Background: an optimization exercise with open tools, aiming at small area and a short achievable clock period. Do not read the settings as production practice. RTL that was checked went through simulation tests only; none was proved equivalent to the original. The clock port is modelled as an ideal driver, which makes a skipped or thinned clock tree look cheaper than it is; a real chip needs a root buffer or a tree. No activity file was given, so power comes from the tool's default toggle rates.

== run a ==
## data_memory_responder
module data_memory_responder #(
    parameter int DEPTH_LOG2 = 6,
    parameter int LATENCY    = 2
) (
    input  logic        clk,
    input  logic        reset,
    input  logic        req,
    input  logic        we,
    input  logic [31:0] addr,
    input  logic [31:0] wdata,
    output logic        ready,
    output logic [31:0] rdata,
    output logic        err,
    output logic        busy
);
==> flow/config.mk <==
export PLATFORM = sky130hd
export DESIGN_NAME = data_memory_responder
export DESIGN_NICKNAME = data_memory_responder
export VERILOG_FILES = /design/flow/design.v
export SDC_FILE = /design/flow/constraint.sdc
export NUM_CORES = 4
export LEC_CHECK = 0
export CAP_MARGIN = 20
export CELL_PAD_IN_SITES_DETAIL_PLACEMENT = 0
export CELL_PAD_IN_SITES_GLOBAL_PLACEMENT = 0
export CORE_MARGIN = 2
export CORE_UTILIZATION = 63
export SETUP_SLACK_MARGIN = 2.65
export SLEW_MARGIN = 20
==> flow/constraint.sdc <==
create_clock -name core_clock -period 4.5 [get_ports {clk}]
set_input_delay 0.9000 -clock core_clock [delete_from_list [all_inputs] [get_ports {clk}]]
set_output_delay 0.9000 -clock core_clock [all_outputs]
set_load 0.01 [all_outputs]
standard.sh (not shown) runs the stock make flow with config.mk's settings and CLKGATE_MAP_FILE= SYNTH_SCRIPT=/design/flow/synth_recipe.tcl, a recipe that flattens the netlist after the stock synthesis.
==> flow/flow/run.sh <==
#!/bin/bash
# Layout flow: the standard ORFS flow (standard.sh), with the clock tree
# built by flow/pre_cts.tcl (a two-level balanced tree) instead of TritonCTS.
# The whole make/ORFS output goes to standard_flow.log in the work folder;
# ORFS also keeps each step's own log under orfs/logs/.
set -euo pipefail
export PRE_CTS_TCL="$PWD/flow/pre_cts.tcl"
bash standard.sh > standard_flow.log 2>&1
Other scripts of this flow, unchanged in this note and not shown: flow/flow/my_tree.tcl, flow/flow/pre_cts.tcl
Run a: done, clean on timing, DRC and antenna
Here is what was changed in the inputs of run b compared with run a.
Settings: CORE_UTILIZATION changed from 63 to 60; CELL_PAD_IN_SITES_DETAIL_PLACEMENT removed (was 0); SETUP_SLACK_MARGIN changed from 2.65 to 2.6; CELL_PAD_IN_SITES_GLOBAL_PLACEMENT removed (was 0).
Results
- In the metrics for run a and run b, the one carrying the higher horizontal die dimension is run b.
- Looking at global-route usage over all layers, run b sits 0.97 points below run a.
- ~same power dissipated in the clock network in run a and run b
- The lower clock skew came out of run a.
No run of this note takes its clock network from TritonCTS; it comes from the design's own scripts or RTL.

---

Setup of run 5:
data_memory_responder, a different RTL version from the one above (not shown whole).
For scale: ~2200 flip-flops, roughly 0.056 sq mm of cells after synthesis.
==> flow/design.v (excerpt) <==
module data_memory_responder #(
    parameter int DEPTH_LOG2 = 6,
    parameter int LATENCY    = 2
) (
    input  logic        clk,
    input  logic        reset,
    input  logic        req,
    input  logic        we,
    input  logic [31:0] addr,
    input  logic [31:0] wdata,
    output logic        ready,
    output logic [31:0] rdata,
    output logic        err,
    output logic        busy
);
clock: 4.5 ns
lec_check: 0
cap_margin: 20
core_margin: 2
core_utilization: 63
setup_slack_margin: 2.65
slew_margin: 20
Scripts as last shown in full above: flow/flow/run.sh
Other scripts of this flow, unchanged in this note and not shown: flow/flow/my_tree.tcl, flow/flow/pre_cts.tcl
Run 5 completed end to end with timing, DRC and antenna clean.
Input changes introduced in run 2 (baseline for comparison: run 5):
# run 5
export LEC_CHECK = 0
export CAP_MARGIN = 20
export CORE_MARGIN = 2
export CORE_UTILIZATION = 63
export SETUP_SLACK_MARGIN = 2.65
export SLEW_MARGIN = 20
create_clock -name core_clock -period 4.5 [get_ports {clk}]
# run 2
export LEC_CHECK = 0
export CAP_MARGIN = 20
export CORE_MARGIN = 2
export CORE_UTILIZATION = 60
export SETUP_SLACK_MARGIN = 2.6
export SLEW_MARGIN = 20
create_clock -name core_clock -period 4.5 [get_ports {clk}]
==> notes.md <==
Looking at cell count after placement, run 2 sits above run 5. As of run 2, design area had risen slightly compared to run 5. Run 2: post-route non-filler standard cell count 113 above run 5.
No run of this note included a check of the RTL's function; only the layout flow was run. In every run of this note, the design's own scripts or RTL, not TritonCTS, make the clock network.

---

The RTL this note starts from:
==> flow/design.v <==
module data_memory_responder #(
    parameter int DEPTH_LOG2 = 6,
    parameter int LATENCY    = 2
) (
    input  logic        clk,
    input  logic        reset,
    input  logic        req,
    input  logic        we,
    input  logic [31:0] addr,
    input  logic [31:0] wdata,
    output logic        ready,
    output logic [31:0] rdata,
    output logic        err,
    output logic        busy
);
    localparam int N   = 64;    
    localparam int NWT = 16;    
    localparam int NRT = 22;    
    logic unused_addr_bits;
    assign unused_addr_bits = &{1'b0, addr[31:8], LATENCY[0], DEPTH_LOG2[0]};
    logic busy_q, idle_q, a0, a1, a2, ready_q;
    logic acc;
    assign acc = reset && idle_q && req;
    always_ff @(posedge clk or negedge reset) begin
        if (!reset) begin
            busy_q  <= 1'b0;
            idle_q  <= 1'b1;
            a0      <= 1'b0;
            a1      <= 1'b0;
            a2      <= 1'b0;
            ready_q <= 1'b0;
        end else begin
            busy_q  <= busy_q ? !ready_q : req;
            idle_q  <= busy_q ? ready_q : !req;
            a0      <= idle_q && req;
            a1      <= a0;
            a2      <= a1;
            ready_q <= a2;
        end
    end
    logic        lat_we;
    logic [7:0]  lat_addr;
    logic [31:0] lat_wdata;
    logic        err_q;
    always_ff @(posedge clk) begin
        if (idle_q) begin
            lat_we    <= we;
            lat_addr  <= addr[7:0];
            lat_wdata <= wdata;
            err_q     <= (addr[1:0] != 2'b00);
        end
    end
    logic [5:0] ph;
    always_ff @(posedge clk) ph <= ph + 6'd1;
    logic [5:0] pos_new, pos_lat, pos;
    logic       st, ld, mis;
    assign pos_new = addr[7:2] + ph;
    assign pos_lat = lat_addr[7:2] + ph;
    assign pos     = idle_q ? pos_new : pos_lat;
    assign st  = idle_q ? (acc && we && addr[1:0] == 2'b00)
                        : ((a0 || a1 || a2) && lat_we && lat_addr[1:0] == 2'b00);
    assign ld  = idle_q ? (acc && !we && addr[1:0] == 2'b00)
                        : ((a0 || a1) && !lat_we && lat_addr[1:0] == 2'b00);
    assign mis = acc && addr[1:0] != 2'b00;
    logic [NWT-1:0] wen;
    always_ff @(posedge clk) begin
        for (int j = 0; j < NWT; j++) wen[j] <= st && pos == 6'(4*j - 2);
    end
    logic [31:0] ring [N];
    always_ff @(posedge clk) begin
        for (int p = 0; p < N; p++) begin
            if (p % 4 == 0 && wen[p/4]) ring[p] <= lat_wdata;
            else                        ring[p] <= ring[(p + N - 1) % N];
        end
    end
    logic [NRT-1:0] rsel;
    logic           cap;
    always_ff @(posedge clk) begin
        for (int j = 0; j < NRT; j++) rsel[j] <= ld && pos == 6'(3*j - 1);
    end
    always_ff @(posedge clk or negedge reset) begin
        if (!reset) cap <= 1'b0;
        else        cap <= mis || (ld && (pos % 3 == 2 || pos == 6'd63));
    end
    logic [31:0] rd_mux;
    always_comb begin
        rd_mux = 32'h0;
        for (int j = 0; j < NRT; j++) rd_mux = rd_mux | ({32{rsel[j]}} & ring[3*j]);
    end
    logic        clr;
    logic [31:0] rdata_q;
    always_ff @(posedge clk or negedge reset) begin
        if (!reset) clr <= 1'b1;
        else        clr <= 1'b0;
    end
    always_ff @(posedge clk) begin
        if (clr)      rdata_q <= 32'h0;
        else if (cap) rdata_q <= rd_mux;
    end
    assign ready = ready_q;
    assign busy  = busy_q;
    assign rdata = rdata_q;
    assign err   = err_q;
endmodule
export LEC_CHECK = 0
export CAP_MARGIN = 20
export CORE_MARGIN = 2
export CORE_UTILIZATION = 60
export CTS_CLUSTER_DIAMETER = 80
export CTS_CLUSTER_SIZE = 30
export SETUP_SLACK_MARGIN = 2.5
export SLEW_MARGIN = 20
create_clock -name core_clock -period 4.5 [get_ports {clk}]
run.sh (not shown) runs the stock make flow with config.mk's settings and CLKGATE_MAP_FILE= SYNTH_SCRIPT=/design/flow/synth_recipe.tcl, a recipe that flattens the netlist after the stock synthesis.
Stock flow here: none of the scripts above is used.
The first run completed and failed the layout checks on setup timing.
Rerun with:
CORE_UTILIZATION = 70   (was 60)
SETUP_SLACK_MARGIN = 2.8   (was 2.5)
- The new run completed, yet does not pass: setup timing
- power went down by 0.67%
- worst setup slack hardly moves
- clock-buffer cell count decreases by 8
Function was not checked in any run of this note: the RTL went through the layout flow alone.

---

## the reference run
data_memory_responder with an RTL version that a note above also has.
For scale: roughly 4,200 cells after synthesis, ~100 I/O pins, ~57,000 um2 of cells after synthesis.
Design data_memory_responder, start of the top module:
module data_memory_responder #(
    parameter int DEPTH_LOG2 = 6,
    parameter int LATENCY    = 2
) (
    input  logic        clk,
    input  logic        reset,
    input  logic        req,
    input  logic        we,
    input  logic [31:0] addr,
    input  logic [31:0] wdata,
    output logic        ready,
    output logic [31:0] rdata,
    output logic        err,
    output logic        busy
);
export LEC_CHECK = 0
export ABC_AREA = 1
export CAP_MARGIN = 20
export CORE_MARGIN = 2
export CORE_UTILIZATION = 63
export SETUP_SLACK_MARGIN = 2.65
export SLEW_MARGIN = 20
create_clock -name core_clock -period 4.5 [get_ports {clk}]
standard.sh (not shown) runs the stock make flow with config.mk's settings and CLKGATE_MAP_FILE= SYNTH_SCRIPT=/design/flow/synth_recipe.tcl, a recipe that flattens the netlist after the stock synthesis.
Scripts as last shown in full above: flow/flow/run.sh
Other scripts of this flow, unchanged in this note and not shown: flow/flow/my_tree.tcl, flow/flow/pre_cts.tcl
The reference run reached the end of the flow, and the finished layout is clean on the timing, DRC and antenna checks.
The following lists how the trial run was set up differently from the reference run:
# the reference run
export LEC_CHECK = 0
export ABC_AREA = 1
export CAP_MARGIN = 20
export CORE_MARGIN = 2
export CORE_UTILIZATION = 63
export SETUP_SLACK_MARGIN = 2.65
export SLEW_MARGIN = 20
create_clock -name core_clock -period 4.5 [get_ports {clk}]
# the trial run
export LEC_CHECK = 0
export CAP_MARGIN = 20
export CORE_MARGIN = 2
export CORE_UTILIZATION = 63
export SETUP_SLACK_MARGIN = 2.65
export SLEW_MARGIN = 20
create_clock -name core_clock -period 4.5 [get_ports {clk}]
Notes after the runs:
The reference run ended up with busy_q as its timing startpoint of the critical path; the trial run ended up with rdata_q[31]. Max number of instances in the synthesized netlist across the trial run and the reference run: the reference run. Sequential share of power for the trial run: 0.6 points down relative to the reference run. The trial run ended with less shortest clock period the worst path allows after layout than the reference run. Compared with the reference run, in the trial run post-synthesis instance area now smaller; routed wire length up 0.79%; half-perimeter wire length after detailed placement grew by about 5%; maximum resistive drop on vdd lost 29%; horizontal die dimension went down. Re post-layout utilization of the core: the trial run is 0.75 points up on the reference run. Of the trial run and the reference run, the reference run shows the lower achievable frequency, with the trial run above it. NOTE: fraction of the yosys area taken by sequential cells in the trial run exceeds that of the reference run.
In every run of this note, the design's own scripts or RTL, not TritonCTS, make the clock network.

---

## run C
Another version of the RTL of data_memory_responder (not shown whole).
Size in the first run: roughly 57000 sq um of cells after synthesis.
export LEC_CHECK = 0
export CAP_MARGIN = 20
export CORE_MARGIN = 2
export CORE_UTILIZATION = 60
export SETUP_SLACK_MARGIN = 2.5
export SLEW_MARGIN = 20
create_clock -name core_clock -period 4.5 [get_ports {clk}]
Scripts as last shown in full above: flow/flow/run.sh
Other scripts of this flow, unchanged in this note and not shown: flow/flow/my_tree.tcl, flow/flow/pre_cts.tcl
Run C: full flow OK, the timing, DRC and antenna checks passed
[inputs] run B vs run C
- SETUP_SLACK_MARGIN now 2.7, was 2.5
- Of run C and run B, the run reporting the higher maximum fanout along the worst path was run C.
- Run B vs. run C: total detailed-routing wirelength rose about 4.5%, clock network power about even.
- Of the two values seen for cell with the largest stage delay on the worst path, sky130_fd_sc_hd__dfrtp_1 was produced by run B and sky130_fd_sc_hd__dfxtp_2 by run C.
No functional check of the RTL was part of any run of this note. In every run of this note, the design's own scripts or RTL, not TritonCTS, make the clock network.

---

Setup of tundra:
data_memory_responder, a different RTL version from the one above (not shown whole).
Size: about 3900 cells after synthesis, about 2200 flip-flops.
export LEC_CHECK = 0
export CAP_MARGIN = 20
export CORE_MARGIN = 2
export CORE_UTILIZATION = 63
export SETUP_SLACK_MARGIN = 2.65
export SLEW_MARGIN = 20
create_clock -name core_clock -period 4.5 [get_ports {clk}]
Scripts as last shown in full above: flow/flow/run.sh
Other scripts of this flow, unchanged in this note and not shown: flow/flow/my_tree.tcl, flow/flow/pre_cts.tcl
The inputs of maple differ from those of tundra as listed below.
# tundra
export LEC_CHECK = 0
export CAP_MARGIN = 20
export CORE_MARGIN = 2
export CORE_UTILIZATION = 63
export SETUP_SLACK_MARGIN = 2.65
export SLEW_MARGIN = 20
create_clock -name core_clock -period 4.5 [get_ports {clk}]
# maple
export LEC_CHECK = 0
export CAP_MARGIN = 20
export CORE_MARGIN = 2
export CORE_UTILIZATION = 60
export SETUP_SLACK_MARGIN = 2.6
export SLEW_MARGIN = 20
create_clock -name core_clock -period 4.5 [get_ports {clk}]
==> comparison <==
- maple went all the way through synthesis, placement and routing and the layout is clean on timing, DRC and antenna.
- maple -> tundra: average detailed-routed wire length per instance flat
- maple vs tundra — total number of vias dropped slightly
- | met2 usage | lower: maple |
- Setup slack in maple vs tundra: up 13 ps
- Against tundra, maple reports a wire length of the first global-routing pass that is higher.
- Number of cells in the finished layout apart from fillers grows slightly when moving from tundra to maple.
- Looking at area added between synthesis and finish, maple sits 0.90 points lower than tundra does.
- Relative to tundra, cell area decreased by 0.82% in maple.
Function was not checked in any run of this note: the RTL went through the layout flow alone. No run of this note takes its clock network from TritonCTS; it comes from the design's own scripts or RTL.

---

== R ==
Another version of the RTL of data_memory_responder (not shown whole).
Size in the first run: ~2200 flip-flops, about 100 I/O pins, roughly 0.057 mm^2 of cells after synthesis.
clock: 4.5 ns
lec_check: 0
cap_margin: 20
core_margin: 2
core_utilization: 60
setup_slack_margin: 2.5
slew_margin: 20
run.sh (not shown) runs the stock make flow with config.mk's settings and CLKGATE_MAP_FILE= SYNTH_SCRIPT=/design/flow/synth_recipe.tcl, a recipe that flattens the netlist after the stock synthesis.
Stock flow here: none of the scripts above is used.
R ran to completion and came out clean on the timing, DRC and antenna checks.
diff inputs: R => Q
Settings: clearing SETUP_SLACK_MARGIN, which used to be 2.5; swapping 60 for 40 in CORE_UTILIZATION.
### Flow results
- Looking at power, Q sits about 0.34% below R.
- Reported for R and Q, fraction of registers with async set or reset after synthesis turned out identical to the last digit.
- Cell count after synthesis essentially unchanged between Q and R.
- Taking R as the reference, in Q hold slack shrank by 0.041 ns; critical path depth held steady.
- Via-per-instance ratio: Q vs R down 14%
- Number of nets at the end of the flow, Q vs R: down slightly
- Q vs. R: final wirelength went down by 3.1%.
- R → Q: number of antenna diodes picked up an extra 1; total core area picked up an extra about 50%.
- Sequential cell area in the final layout of Q is on par with R.
No run of this note included a check of the RTL's function; only the layout flow was run.

---

data_memory_responder, a different RTL version from the one above (not shown whole).
Size in the first run: roughly 3,700 cells after synthesis, roughly 100 I/O pins, ~56,000 sq um of cells after synthesis.
clock: 4.5 ns
lec_check: 0
cap_margin: 20
core_margin: 2
core_utilization: 60
cts_cluster_diameter: 80
cts_cluster_size: 30
setup_slack_margin: 2.5
slew_margin: 20
The starting point completed with no timing, DRC or antenna violations.
Edit:
CORE_UTILIZATION = 70   (was 60)
SETUP_SLACK_MARGIN = 2.8   (was 2.5)
What happened:
- The new run ran to the end with no violations
- synthesized area stays the same
- maximum frequency falls by a few percent
- design area rises by a few percent
- power rises slightly
- worst setup slack is worse by 110 ps
- core utilization rises by 13 points
- routed wire length rises by a few percent
- critical path depth rises by 1
No run of this note included a check of the RTL's function; only the layout flow was run.

---

Setup of before:
data_memory_responder, a different RTL version from the one above (not shown whole).
Size: roughly 3600 cells after synthesis, about 2200 flip-flops, ~100 I/O pins, roughly 56000 um^2 of cells after synthesis.
clock: 4.5 ns
lec_check: 0
cap_margin: 20
core_margin: 2
core_utilization: 66
setup_slack_margin: 2.6
slew_margin: 20
standard.sh (not shown) runs the stock make flow with config.mk's settings and CLKGATE_MAP_FILE= SYNTH_SCRIPT=/design/flow/synth_recipe.tcl, a recipe that flattens the netlist after the stock synthesis.
Scripts as last shown in full above: flow/flow/run.sh
Other scripts of this flow, unchanged in this note and not shown: flow/flow/my_tree.tcl, flow/flow/pre_cts.tcl
#### Input delta (after over before)
Settings: changing CORE_UTILIZATION from 66 to 60.
Findings:
On worst hold slack, before tracks after almost exactly. Taking before as the reference, in after die height went up, final standard cell area without fillers grew by about 0.54%, global-route usage -2.4 points, count of placed standard cells in the final layout, fillers left out now sits higher, met3 routing resource usage after global routing grew by 0.18 points. Measured against after, the violation count after the first detailed-route iteration of before comes out at 0.909 times the reference value. Looking only at sequential share of layout area, and setting everything else aside, the higher value of after and before goes to before. Complex-gate fraction of the synthesized area: before vs after identical. In terms of power after layout, before and after differ only marginally.
No run of this note included a check of the RTL's function; only the layout flow was run. In every run of this note, the design's own scripts or RTL, not TritonCTS, make the clock network.

==> afterwards: timing with drivers on the ports <==
How much do the figures lean on ideal ports? The routed layouts below were timed once more, with nothing changed but the port constraints. Step 1 assumes that a clkbuf_16 drives the clock port and a buf_2 every other input. Step 2 adds t to the input delays and takes it off the output delays; t is the mean of the earliest and latest rising clock arrival at the registers after step 1. Input paths then give back, and output paths get back, about the clock's delay inside the block. Three values: no drivers, after step 1, after step 2; two values: the first two.
run	shift t [ns]	slack for setup (ns)	pins driven straight from the clock port
run a of note 1	0.679	2.560 / 2.392 / 1.999	4
run b of note 1	0.682	2.551 / 2.382 / 2.057	4
run 5	0.675	2.290 / 2.290 / 2.088	4
run 2	0.690	2.238 / 2.238 / 2.065	4
the first run of note 3	0.746	-0.389 / -0.389 / -1.011	1
the second run of note 3	0.734	-0.389 / -0.389 / -1.032	1
the reference run	0.678	2.551 / 2.390 / 2.118	4
the trial run	0.679	2.560 / 2.392 / 1.999	4
run C of note 5	0.686	2.456 / 2.361 / 1.943	4
run B of note 5	0.680	2.525 / 2.359 / 2.299	4
tundra	0.674	2.538 / 2.372 / 2.124	4
maple	0.685	2.550 / 2.385 / 2.112	4
R	0.843	2.219 / 2.148 / 1.891	1
Q	0.871	1.652 / 1.579 / 1.849	1
the first run of note 8	0.740	1.750 / 1.750 / 1.266	1
the second run of note 8	0.746	1.636 / 1.636 / 1.111	1
before	0.682	2.489 / 2.371 / 1.935	4
after	0.677	2.480 / 2.375 / 1.935	4
For the second run of note 3, which loses most, drivers alone change the setup slack by 0.000 ns; drivers and shift together by -0.643 ns.
